What follows belongs to an exercise in optimizing a design on an open flow for small area, a short achievable clock period and few clock cycles per item; a production flow would make more cautious choices. Function was checked by simulation only, so behaviour that the tests miss may differ from the original.

==> job 4157 <==
## joint_limit_braking_limiter
module joint_limit_braking_limiter (
	input  logic                               clk,
	input  logic                               arst_n,
	input  logic                               cfg_valid,
	output logic                               cfg_ready,
	input  logic [jlbl_pkg::CFG_IDX_W-1:0]     cfg_index,
	input  logic [jlbl_pkg::WORD_W-1:0]        cfg_data,
	input  logic                               s_tvalid,
	output logic                               s_tready,
	input  logic [jlbl_pkg::IN_DATA_W-1:0]     s_tdata,   
	input  logic [jlbl_pkg::MODE_W-1:0]        s_tuser,   
	output logic                               m_tvalid,
	input  logic                               m_tready,
	output logic [jlbl_pkg::WORD_W-1:0]        m_tdata,   
	output logic                               m_tuser    
);
Settings: LEC_CHECK=0, CAP_MARGIN=20, CORE_MARGIN=2, CORE_UTILIZATION=55, SETUP_SLACK_MARGIN=4, SLEW_MARGIN=20; clock period 12.0 ns.
run.sh (not shown) runs the stock make flow with config.mk's settings and CLKGATE_MAP_FILE= SYNTH_SCRIPT=/design/flow/synth_recipe.tcl, a recipe that flattens the netlist after the stock synthesis.
==> job 2468 (differences from job 4157) <==
--- a/flow/design.v
+++ b/flow/design.v
@@ -91,31 +91,24 @@
 	input  logic [1:0]  s_tuser,
 	output logic        m_tvalid,
 	input  logic        m_tready,
 	output logic [31:0] m_tdata,
 	output logic        m_tuser
 );
-	localparam int P_LOOK  = 0;
-	localparam int P_STEP  = 1;
-	localparam int P_DEC   = 2;
-	localparam int P_PROD  = 3;
-	localparam int P_SQRT  = 4;
-	localparam int P_ROUND = 5;
-	localparam int P_SAT   = 6;
-	localparam logic [6:0] S_LOOK  = 7'b1 << P_LOOK;
-	localparam logic [6:0] S_STEP  = 7'b1 << P_STEP;
-	localparam logic [6:0] S_DEC   = 7'b1 << P_DEC;
-	localparam logic [6:0] S_PROD  = 7'b1 << P_PROD;
-	localparam logic [6:0] S_SQRT  = 7'b1 << P_SQRT;
-	localparam logic [6:0] S_ROUND = 7'b1 << P_ROUND;
-	localparam logic [6:0] S_SAT   = 7'b1 << P_SAT;
+	localparam logic [2:0] S_LOOK  = 3'd0;
+	localparam logic [2:0] S_STEP  = 3'd1;
+	localparam logic [2:0] S_DEC   = 3'd2;
+	localparam logic [2:0] S_PROD  = 3'd3;
+	localparam logic [2:0] S_SQRT  = 3'd4;
+	localparam logic [2:0] S_ROUND = 3'd5;
+	localparam logic [2:0] S_SAT   = 3'd6;
 	logic signed [31:0] lo_q, hi_q;
 	logic [31:0]        dc_q, sc_q;
 	logic               b_q;
 	logic signed [31:0] lt_q, ut_q;
-	logic [6:0]  st_q;
+	logic [2:0]  st_q;
 	logic [51:0] r1_q;     
 	logic [49:0] r2_q;     
 	logic [4:0]  idx_q;
 	logic [2:0]  dg_q;     
 	logic [3:0]  sd_q;     
 	logic        neg_q;
@@ -231,40 +224,38 @@
 	assign pc1 = {(36'(r2_q[49:18]) & pp0) | (36'(r2_q[49:18]) & pp1) | (pp0 & pp1), 1'b0};
 	assign ps2 = pp2 ^ pp3 ^ ps1;
 	assign pc2 = {(pp2 & pp3) | (pp2 & ps1) | (pp3 & ps1), 1'b0};
 	logic [5:0] g_len;
 	jlbl_ctrl u_len_g (.x(r1_q[31:0]), .len(g_len));
 	logic [4:0] sq_top, sq_end;
-	logic [6:0] sq_top_x;
-	assign sq_top_x = (7'(g_len) + 7'(sc_len) + 7'd18 - 7'({np, 2'b00})) >> 1;
-	assign sq_top   = (sq_top_x > 7'd24) ? 5'd24 : sq_top_x[4:0];
+	assign sq_top = (g_len >= 6'd31) ? 5'd24 : 5'((g_len + 6'd18) >> 1);
 	assign sq_end = 5'd16 - 5'({np, 1'b0});
 	logic [1:0]  pair;
 	logic [24:0] root;
 	logic [26:0] rem;
 	assign pair = r2_q[{idx_q, 1'b0} +: 2];
 	assign root = r1_q[51:27];
 	assign rem  = r1_q[26:0];
 	logic [49:0] a2_x, a2_y, add2;
 	logic [52:0] a3_x, a3_y, a3_z, add3;
 	always_comb begin
-		case (1'b1)
-			st_q[P_SQRT]: begin
+		case (st_q)
+			S_SQRT: begin
 				a2_x = 50'({1'b0, rem, pair});
 				a2_y = {23'h7f_ffff, ~root, 2'b11};
 			end
-			st_q[P_ROUND]: begin
+			S_ROUND: begin
 				a2_x = 50'({8'h00, root[24:1]} ^ {32{neg_q}});
 				a2_y = 50'(root[0] ^ neg_q);
 			end
 			default: begin
 				a2_x = {1'b0, t_cur, 1'b0, b_neg};
 				a2_y = (b_two ? 50'({dc_q, 1'b0}) : (b_one ? 50'(dc_q) : 50'd0)) ^ {50{b_neg}};
 			end
 		endcase
-		if (st_q[P_STEP]) begin
+		if (st_q == S_STEP) begin
 			a3_x = {2'b00, q_cur, 3'b000, b_neg};
 			a3_y = (b_two ? {2'b00, t_cur, 4'b0000} : (b_one ? {3'b000, t_cur, 3'b000} : 53'd0)) ^ {53{b_neg}};
 			a3_z = b_two ? 53'({dc_q, 2'b00}) : (b_one ? 53'(dc_q) : 53'd0);
 		end else begin
 			a3_x = 53'(ps2);
 			a3_y = 53'(pc2);
@@ -273,22 +264,21 @@
 	end
 	logic [52:0] c3_s, c3_c;
 	assign c3_s = a3_x ^ a3_y ^ a3_z;
 	assign c3_c = {(a3_x[51:0] & a3_y[51:0]) | (a3_x[51:0] & a3_z[51:0]) | (a3_y[51:0] & a3_z[51:0]), 1'b0};
 	jlbl_add #(.W(50)) u_add2 (.a(a2_x), .b(a2_y), .cin(1'b0), .s(add2));
 	jlbl_add #(.W(53)) u_add3 (.a(c3_s), .b(c3_c), .cin(1'b0), .s(add3));
-	logic       sat_q, sat;
-	logic [8:0] ovf_q;
-	assign sat = sat_q | (|ovf_q);
+	logic sat_nxt, sat_q;
+	assign sat_nxt = (|add2[49:47]) | (|add3[52:47]);
 	logic out_free, look_take;
 	assign out_free  = ~mv_q | m_tready;
 	assign look_take = (~vel | b_q) & out_free;
 	always_comb begin
-		case (1'b1)
-			st_q[P_LOOK]:  s_tready = look_take;
-			st_q[P_DEC]:   s_tready = ~mv_q & ~sat;
+		case (st_q)
+			S_LOOK:  s_tready = look_take;
+			S_DEC:   s_tready = ~mv_q & ~sat_q;
 			default: s_tready = 1'b0;
 		endcase
 	end
 	always_ff @(posedge clk or negedge arst_n) begin
 		if (!arst_n) begin
 			lo_q <= '0;
@@ -308,131 +298,128 @@
 		if (!arst_n) begin
 			st_q <= S_LOOK;
 			b_q  <= 1'b0;
 			mv_q <= 1'b0;
 		end else begin
 			if (mv_q && m_tready) mv_q <= 1'b0;
-			case (1'b1)
-				st_q[P_LOOK]: begin
+			case (st_q)
+				S_LOOK: begin
 					if (s_tvalid && out_free) begin
 						if (!vel) begin
 							mv_q <= 1'b1;
 						end else if (b_q) begin
 							b_q <= brake;
 							if (need_sq) st_q <= S_PROD;
 							else         mv_q <= 1'b1;
 						end else begin
 							st_q <= (top_idx == 5'd0) ? S_DEC : S_STEP;
 						end
 					end
 				end
-				st_q[P_STEP]: begin
-					if (sat)                  st_q <= S_SAT;
+				S_STEP: begin
+					if (sat_q)                st_q <= S_SAT;
 					else if (idx_q == 5'd0)   st_q <= S_DEC;
 				end
-				st_q[P_DEC]: begin
-					if (sat) begin
+				S_DEC: begin
+					if (sat_q) begin
 						st_q <= S_SAT;
 					end else if (!mv_q) begin
 						b_q <= brake;
 						if (need_sq) begin
 							st_q <= S_PROD;
 						end else begin
 							mv_q <= 1'b1;
 							st_q <= S_LOOK;
 						end
 					end
 				end
-				st_q[P_PROD]: begin
+				S_PROD: begin
 					if (p_last) st_q <= (sq_top >= sq_end) ? S_SQRT : S_ROUND;
 				end
-				st_q[P_SQRT]: begin
+				S_SQRT: begin
 					if (idx_q == sq_end) st_q <= S_ROUND;
 				end
-				st_q[P_ROUND]: begin
+				S_ROUND: begin
 					if (!mv_q) begin
 						mv_q <= 1'b1;
 						st_q <= S_LOOK;
 					end
 				end
-				st_q[P_SAT]:   st_q <= S_DEC;
+				S_SAT:   st_q <= S_DEC;
 				default: st_q <= S_LOOK;
 			endcase
 		end
 	end
 	always_ff @(posedge clk) begin
-		case (1'b1)
-			st_q[P_LOOK]: begin
+		case (st_q)
+			S_LOOK: begin
 				if (b_q) begin
 					r1_q  <= 52'(gap1);
 					r2_q  <= {sc_q, 18'd0};
 					idx_q <= '0;
 				end else begin
 					r1_q[46:0] <= t_init;
 					r2_q[46:0] <= q_init;
 					dg_q       <= nwin;
 					idx_q      <= top_idx - 5'd1;
 				end
 				neg_q <= below;
 				sat_q <= 1'b0;
-				ovf_q <= '0;
 				sd_q  <= sc_q[3:0];
 				if (s_tvalid && out_free) begin
 					md_q <= (vel && !b_q) ? {spd[31], spd_u[30:0]} : ((vel && brake) ? 32'd0 : cmdv);
 					mu_q <= vel & brake;
 				end
 			end
-			st_q[P_STEP]: begin
+			S_STEP: begin
 				r1_q[46:0] <= add2[46:0];
 				r2_q[46:0] <= add3[46:0];
 				dg_q       <= win;
 				idx_q      <= idx_q - 5'd1;
-				sat_q      <= sat;
-				ovf_q      <= {add3[52:47], add2[49:47]};
+				sat_q      <= sat_q | sat_nxt;
 			end
-			st_q[P_DEC]: begin
+			S_DEC: begin
 				lt_q  <= lt_n;
 				ut_q  <= ut_n;
 				neg_q <= below;
 				r1_q  <= 52'(gap1);
 				r2_q  <= {sc_q, 18'd0};
 				idx_q <= '0;
 				sd_q  <= sc_q[3:0];
-				if (!mv_q && !sat) begin
+				if (!mv_q && !sat_q) begin
 					md_q <= brake ? 32'd0 : cmdv;
 					mu_q <= brake;
 				end
 			end
-			st_q[P_PROD]: begin
+			S_PROD: begin
 				r2_q <= {add3[35:4], add3[3:0], r2_q[17:4]};
 				sd_q <= sd_nxt;
 				if (p_last) begin
 					r1_q  <= '0;
 					idx_q <= sq_top;
 				end else begin
 					idx_q <= idx_q + 5'd1;
 				end
 			end
-			st_q[P_SQRT]: begin
+			S_SQRT: begin
 				if (!add2[29]) begin
 					r1_q <= {root[23:0], 1'b1, add2[26:0]};
 				end else begin
 					r1_q <= {root[23:0], 1'b0, rem[24:0], pair};
 				end
 				idx_q <= idx_q - 5'd1;
 			end
-			st_q[P_ROUND]: begin
+			S_ROUND: begin
 				if (!mv_q) begin
 					md_q <= add2[31:0];
 					mu_q <= 1'b1;
 				end
 			end
-			st_q[P_SAT]: begin
+			S_SAT: begin
 				r2_q[46:16] <= 31'h7fff_ffff;
 				sat_q       <= 1'b0;
-				ovf_q       <= '0;
 			end
 			default: begin
 			end
 		endcase
 	end
 endmodule
==> flow/config.mk (replaced) <==
export PLATFORM = sky130hd
export DESIGN_NAME = joint_limit_braking_limiter
export DESIGN_NICKNAME = joint_limit_braking_limiter
export VERILOG_FILES = /design/flow/design.v
export SDC_FILE = /design/flow/constraint.sdc
export NUM_CORES = 4
export LEC_CHECK = 0
export ABC_AREA = 1
export CAP_MARGIN = 20
export CORE_MARGIN = 2
export CORE_UTILIZATION = 55
export SETUP_SLACK_MARGIN = 5
export SLEW_MARGIN = 20
==> run summary <==
item                                                                     job 2468                 job 4157
Largest net degree at the start of global routing                             139                      106
Core outline area                                                      67,280 µm²               71,360 µm²
Run status                                                complete, no violations  complete, no violations
Met3 routing resource usage after global routing                           0.1690                   0.1311
Syn-to-layout area delta                                                   13.58%                   10.44%
Shortest clock period the worst path allows after layout                 6.950 ns                 7.835 ns
Origin of the worst setup path                                         s_tuser[0]            u_dp.r2_q[27]
Clk cell area share                                                       0.03301                  0.03663
Multiplexer share of the synthesized area                                0.001071                  0.06209
Proportion of cell area occupied by multi-input gates                      0.5763                   0.6215
Final core utilization                                                     0.6310                   0.6121
Worst hold path startpoint                                           u_dp.hi_q[1]            u_dp.ovf_q[1]
TritonCTS Buffers                                                              44                       47
Buffers outside the clock class                                               291                      259
Routability-driven placement congestion ratio                               1.096                    1.076
Number of sequential storage elements                                         346                      359
Pin slew with the least headroom to its limit                            1.333 ns                 1.254 ns
Testbench counts of job 4157, summed over its fixed seeds: cycles 10,552, items 2,400.
Testbench counts of job 2468, summed over its fixed seeds: cycles 10,756, items 2,400.

[separate check: timing with driven ports]
Ports are ideal in the flow. The routed layouts listed here were re-timed in OpenROAD.
Step 1 (the two cells are an assumption about what drives the block):
set clk [get_ports {clk}]
set_driving_cell -lib_cell sky130_fd_sc_hd__clkbuf_16 $clk
set_driving_cell -lib_cell sky130_fd_sc_hd__buf_2 [delete_from_list [all_inputs] $clk]
Step 2 also shifts input and output timing later by t, the mid clock arrival at the registers, as if the neighbouring blocks saw the same clock.
a / b / c = ideal / step 1 / step 2; a / b = the first two.
run | t, ns | setup slack, ns | hold slack, ns | pins driven straight from the clock port
job 4157 | 0.675 | 4.165 / 4.165 / 4.165 | 0.443 / 0.443 / 0.443 | 1
job 2468 | 0.678 | 5.050 / 5.022 / 4.608 | 0.495 / 0.495 / 0.495 | 1
After both steps setup and hold are still met in every run listed. The setup slack of job 2468, which loses most, moves by -0.028 ns with the drivers and by -0.442 ns with both steps.
